This is an optimization exercise on Yosys and OpenROAD, whose aim is small area, not a production implementation. Function was checked by simulation only, so behaviour that the tests miss may differ from the original. Power and IR drop assume default switching activity.

Setup of the baseline:
==> flow/design.v <==
package seu_window_controller_pkg;
  typedef enum logic [2:0] {IDLE = 3'd0, CLEAR = 3'd1, SETTLE1 = 3'd2, SETTLE2 = 3'd3,
                            BASE = 3'd4, RUN = 3'd5, SNAP = 3'd6} state_t;
  localparam int NCH_DEF = 7;
  localparam int CNT_W_DEF = 64;
  localparam int WIN_W_DEF = 32;
  function automatic integer sel_w(input integer n);
    sel_w = n > 1 ? $clog2(n) : 1;
  endfunction
endpackage
module seu_snapshot_bank #(
  parameter int NCH = 7,
  parameter int CNT_W = 64,
  parameter int SEL_W = 3,
  parameter int CHUNK0 = 10,
  parameter int CHUNK = 9
) (
  input  logic                 clock,
  input  logic                 reset,
  input  logic                 capture,
  input  logic                 commit,
  input  logic                 zero,
  input  logic [NCH*CNT_W-1:0] err_count,
  input  logic                 rd_req,
  input  logic [SEL_W-1:0]     rd_sel,
  output logic                 rd_ack,
  output logic [CNT_W-1:0]     rd_data
);
  function automatic logic cut(input int i);
    cut = i >= CHUNK0 && (i - CHUNK0) % CHUNK == 0;
  endfunction
  logic [CNT_W-1:0] base_n_q [NCH];
  logic [NCH*CNT_W-1:0] base_n_d, base_n_flat;
  localparam int NCY = (CNT_W - CHUNK0 + CHUNK - 1) / CHUNK;   
  logic [NCH*NCY-1:0] cy_n_d, cy_n_flat;
  logic [CNT_W-1:0] sum_q [NCH];
  logic [CNT_W-1:0] cy_q [NCH];     
  logic [CNT_W-1:0] sum_d [NCH];
  logic [CNT_W-1:0] cy_d [NCH];
  logic             snap_zero_q;
  logic [CNT_W-1:0] rd_sum, rd_cy;
  always_comb
    for (int k = 0; k < NCH; k++) begin
      logic c;
      cy_d[k] = '0;
      c = 1'b1;
      for (int i = 0; i < CNT_W; i++) begin
        logic a, b;
        if (cut(i)) begin
          cy_d[k][i] = ~c;
          c = 1'b0;
        end
        a = err_count[k*CNT_W + i];
        b = base_n_q[k][i];
        sum_d[k][i] = a ^ b ^ c;
        c = (a & b) | (a & c) | (b & c);
      end
    end
  always_ff @(posedge clock)
    for (int k = 0; k < NCH; k++) begin
      if (commit) sum_q[k] <= sum_d[k];
    end
  assign base_n_d = capture ? ~err_count : base_n_flat;
  seu_base_reg #(.W(NCH*CNT_W)) u_base (.clock(clock), .d(base_n_d), .q(base_n_flat));
  always_comb
    for (int k = 0; k < NCH; k++) base_n_q[k] = base_n_flat[k*CNT_W +: CNT_W];
  always_comb begin
    cy_n_d = '0;
    for (int k = 0; k < NCH; k++) begin
      cy_q[k] = '0;
      for (int i = 0; i < CNT_W; i++)
        if (cut(i)) begin
          cy_n_d[k*NCY + (i - CHUNK0) / CHUNK] = commit ? cy_d[k][i] : cy_n_flat[k*NCY + (i - CHUNK0) / CHUNK];
          cy_q[k][i] = cy_n_flat[k*NCY + (i - CHUNK0) / CHUNK];
        end
    end
  end
  seu_base_reg #(.W(NCH*NCY)) u_cy (.clock(clock), .d(cy_n_d), .q(cy_n_flat));
  always_ff @(posedge clock)
    if (reset) snap_zero_q <= 1'b1;
    else if (commit) snap_zero_q <= zero;
  always_comb begin
    rd_sum = '0;
    rd_cy = '0;
    if (!reset && !snap_zero_q)
      for (int k = 0; k < NCH; k++)
        if (rd_sel == SEL_W'(k)) begin
          rd_sum = sum_q[k];
          for (int i = 0; i < CNT_W; i++) if (cut(i)) rd_cy[i] = ~cy_q[k][i];
        end
  end
  always_ff @(posedge clock) begin
    rd_ack <= reset ? 1'b0 : rd_req;
    if (reset || rd_req) rd_data <= rd_sum + rd_cy;
  end
endmodule
module seu_base_reg #(
  parameter int W = 448
) (
  input  logic         clock,
  input  logic [W-1:0] d,
  output logic [W-1:0] q
);
  always_ff @(posedge clock) q <= d;
endmodule
module seu_window_controller #(
  parameter int NCH = seu_window_controller_pkg::NCH_DEF,
  parameter int CNT_W = seu_window_controller_pkg::CNT_W_DEF,
  parameter int WIN_W = seu_window_controller_pkg::WIN_W_DEF,
  localparam int SEL_W = seu_window_controller_pkg::sel_w(NCH)
) (
  input  logic                 clock,
  input  logic                 reset,
  input  logic                 start,
  input  logic                 stop,
  input  logic                 continuous,
  input  logic [WIN_W-1:0]     window_len,
  input  logic [NCH*CNT_W-1:0] err_count,
  output logic [NCH-1:0]       clear_pulse,
  output logic                 busy,
  output logic                 done,
  output logic                 aborted,
  output logic [15:0]          window_id,
  input  logic                 rd_req,
  input  logic [SEL_W-1:0]     rd_sel,
  output logic                 rd_ack,
  output logic [CNT_W-1:0]     rd_data
);
  seu_window_controller_pkg::state_t state_q, state_d;
  logic [WIN_W-1:0] len_q, cnt_q;
  logic abort_q, zero_q, pre_snap;
  always_ff @(posedge clock) state_q <= reset ? seu_window_controller_pkg::IDLE : state_d;
  always_comb begin
    state_d = state_q;
    busy = state_q != seu_window_controller_pkg::IDLE;
    done = state_q == seu_window_controller_pkg::SNAP;
    pre_snap = busy && !done;
    clear_pulse = {NCH{reset || state_q == seu_window_controller_pkg::CLEAR}};
    case (state_q)
      seu_window_controller_pkg::IDLE:    state_d = start ? seu_window_controller_pkg::CLEAR : seu_window_controller_pkg::IDLE;
      seu_window_controller_pkg::CLEAR:   state_d = stop ? seu_window_controller_pkg::SNAP : seu_window_controller_pkg::SETTLE1;
      seu_window_controller_pkg::SETTLE1: state_d = stop ? seu_window_controller_pkg::SNAP : seu_window_controller_pkg::SETTLE2;
      seu_window_controller_pkg::SETTLE2: state_d = stop ? seu_window_controller_pkg::SNAP : seu_window_controller_pkg::BASE;
      seu_window_controller_pkg::BASE:    state_d = stop ? seu_window_controller_pkg::SNAP : seu_window_controller_pkg::RUN;
      seu_window_controller_pkg::RUN:     state_d = stop || cnt_q[WIN_W-1:1] == '0 ? seu_window_controller_pkg::SNAP : seu_window_controller_pkg::RUN;
      seu_window_controller_pkg::SNAP:    state_d = continuous && !abort_q ? seu_window_controller_pkg::CLEAR : seu_window_controller_pkg::IDLE;
      default: state_d = seu_window_controller_pkg::IDLE;
    endcase
  end
  always_ff @(posedge clock) begin
    if (state_q == seu_window_controller_pkg::IDLE && start) len_q <= window_len;
    cnt_q <= state_q == seu_window_controller_pkg::RUN ? cnt_q - WIN_W'(1) : len_q;
  end
  always_ff @(posedge clock) begin
    abort_q <= stop && pre_snap;
    zero_q <= stop && pre_snap && state_q != seu_window_controller_pkg::RUN;
  end
  always_ff @(posedge clock)
    if (reset) begin
      aborted <= 1'b0;
      window_id <= '0;
    end else if (done) begin
      aborted <= abort_q;
      window_id <= window_id + 16'd1;
    end
  seu_snapshot_bank #(.NCH(NCH), .CNT_W(CNT_W), .SEL_W(SEL_W)) u_bank (
    .clock(clock),
    .reset(reset),
    .capture(state_q == seu_window_controller_pkg::BASE),
    .commit(done),
    .zero(zero_q),
    .err_count(err_count),
    .rd_req(rd_req),
    .rd_sel(rd_sel),
    .rd_ack(rd_ack),
    .rd_data(rd_data)
  );
endmodule
Settings: LEC_CHECK=0, CAP_MARGIN=5, CORE_MARGIN=2, CORE_UTILIZATION=70, SLEW_MARGIN=5, SYNTH_HIERARCHICAL=1; clock period 5.0 ns.
standard.sh (not shown) runs the stock make flow with config.mk's settings and CLKGATE_MAP_FILE= SYNTH_SCRIPT=/design/flow/synth_recipe.tcl, a recipe that flattens the netlist after the stock synthesis.
==> flow/flow/run.sh <==
#!/bin/bash
set -euo pipefail
export BUFFER_PORTS_ARGS="-buffer_cell sky130_fd_sc_hd__buf_1"
export CTS_ARGS="-sink_clustering_enable -repair_clock_nets -dont_use_dummy_load -buf_list {sky130_fd_sc_hd__clkbuf_8} -sink_clustering_size 20 -sink_clustering_max_diameter 60"
bash standard.sh finish > flow_make.log 2>&1
Edits applied to the flow inputs when going from the baseline to the candidate:
Settings: SLEW_MARGIN: 5 -> 20; CAP_MARGIN: 5 -> 20; CORE_UTILIZATION: 70 -> 40.
==> flow/flow/run.sh <==
#!/bin/bash
set -euo pipefail
export BUFFER_PORTS_ARGS="-buffer_cell sky130_fd_sc_hd__buf_1"
export CTS_ARGS="-sink_clustering_enable -repair_clock_nets -dont_use_dummy_load -buf_list {sky130_fd_sc_hd__clkbuf_16} -sink_clustering_size 30 -sink_clustering_max_diameter 100"
bash standard.sh finish > flow_make.log 2>&1
==> notes.md <==
The run showing the smaller global-route met2 utilization is the candidate.
Clock period minus final worst setup slack, the candidate and the baseline, higher one = the candidate.
Power per unit of standard cell area, the candidate and the baseline, higher one = the baseline.
[compare] base=the baseline new=the candidate: number of global-route vias before repair has decreased; setup slack of the critical path after layout shrank by 0.0044 ns; highest attainable clock frequency essentially unchanged; number of logic inverters in the finished layout held steady.
Of the two candidates, the baseline has the better final area and the candidate the worse one.
Vias: the candidate below the baseline

## separate check: timing with driven ports
The results above use ideal ports. As a check the final layouts listed here were re-extracted and re-timed, cells and wires unchanged. Step 1 (the two cells are an assumption about what drives the block):
set clk [get_ports {clock}]
set_driving_cell -lib_cell sky130_fd_sc_hd__clkbuf_16 $clk
set_driving_cell -lib_cell sky130_fd_sc_hd__buf_2 [delete_from_list [all_inputs] $clk]
Step 2, shift: input delay + t, output delay - t, t = (earliest + latest rising clock arrival at the registers) / 2. This alone moves slack from input paths to output paths. Three values: ideal, step 1, step 2; two values: the first two.
run	shift t [ns]	slack for setup (ns)	latest minus earliest clock arrival (ns)
the baseline	0.746	0.364 / 0.402 / -0.344	0.063 / 0.063
the candidate	0.714	0.359 / 0.413 / -0.300	0.096 / 0.095
Met with ideal ports but missed after step 2: setup timing in the baseline and the candidate. The setup slack of the baseline, which loses most, moves by +0.038 ns with the drivers and by -0.708 ns with both steps.
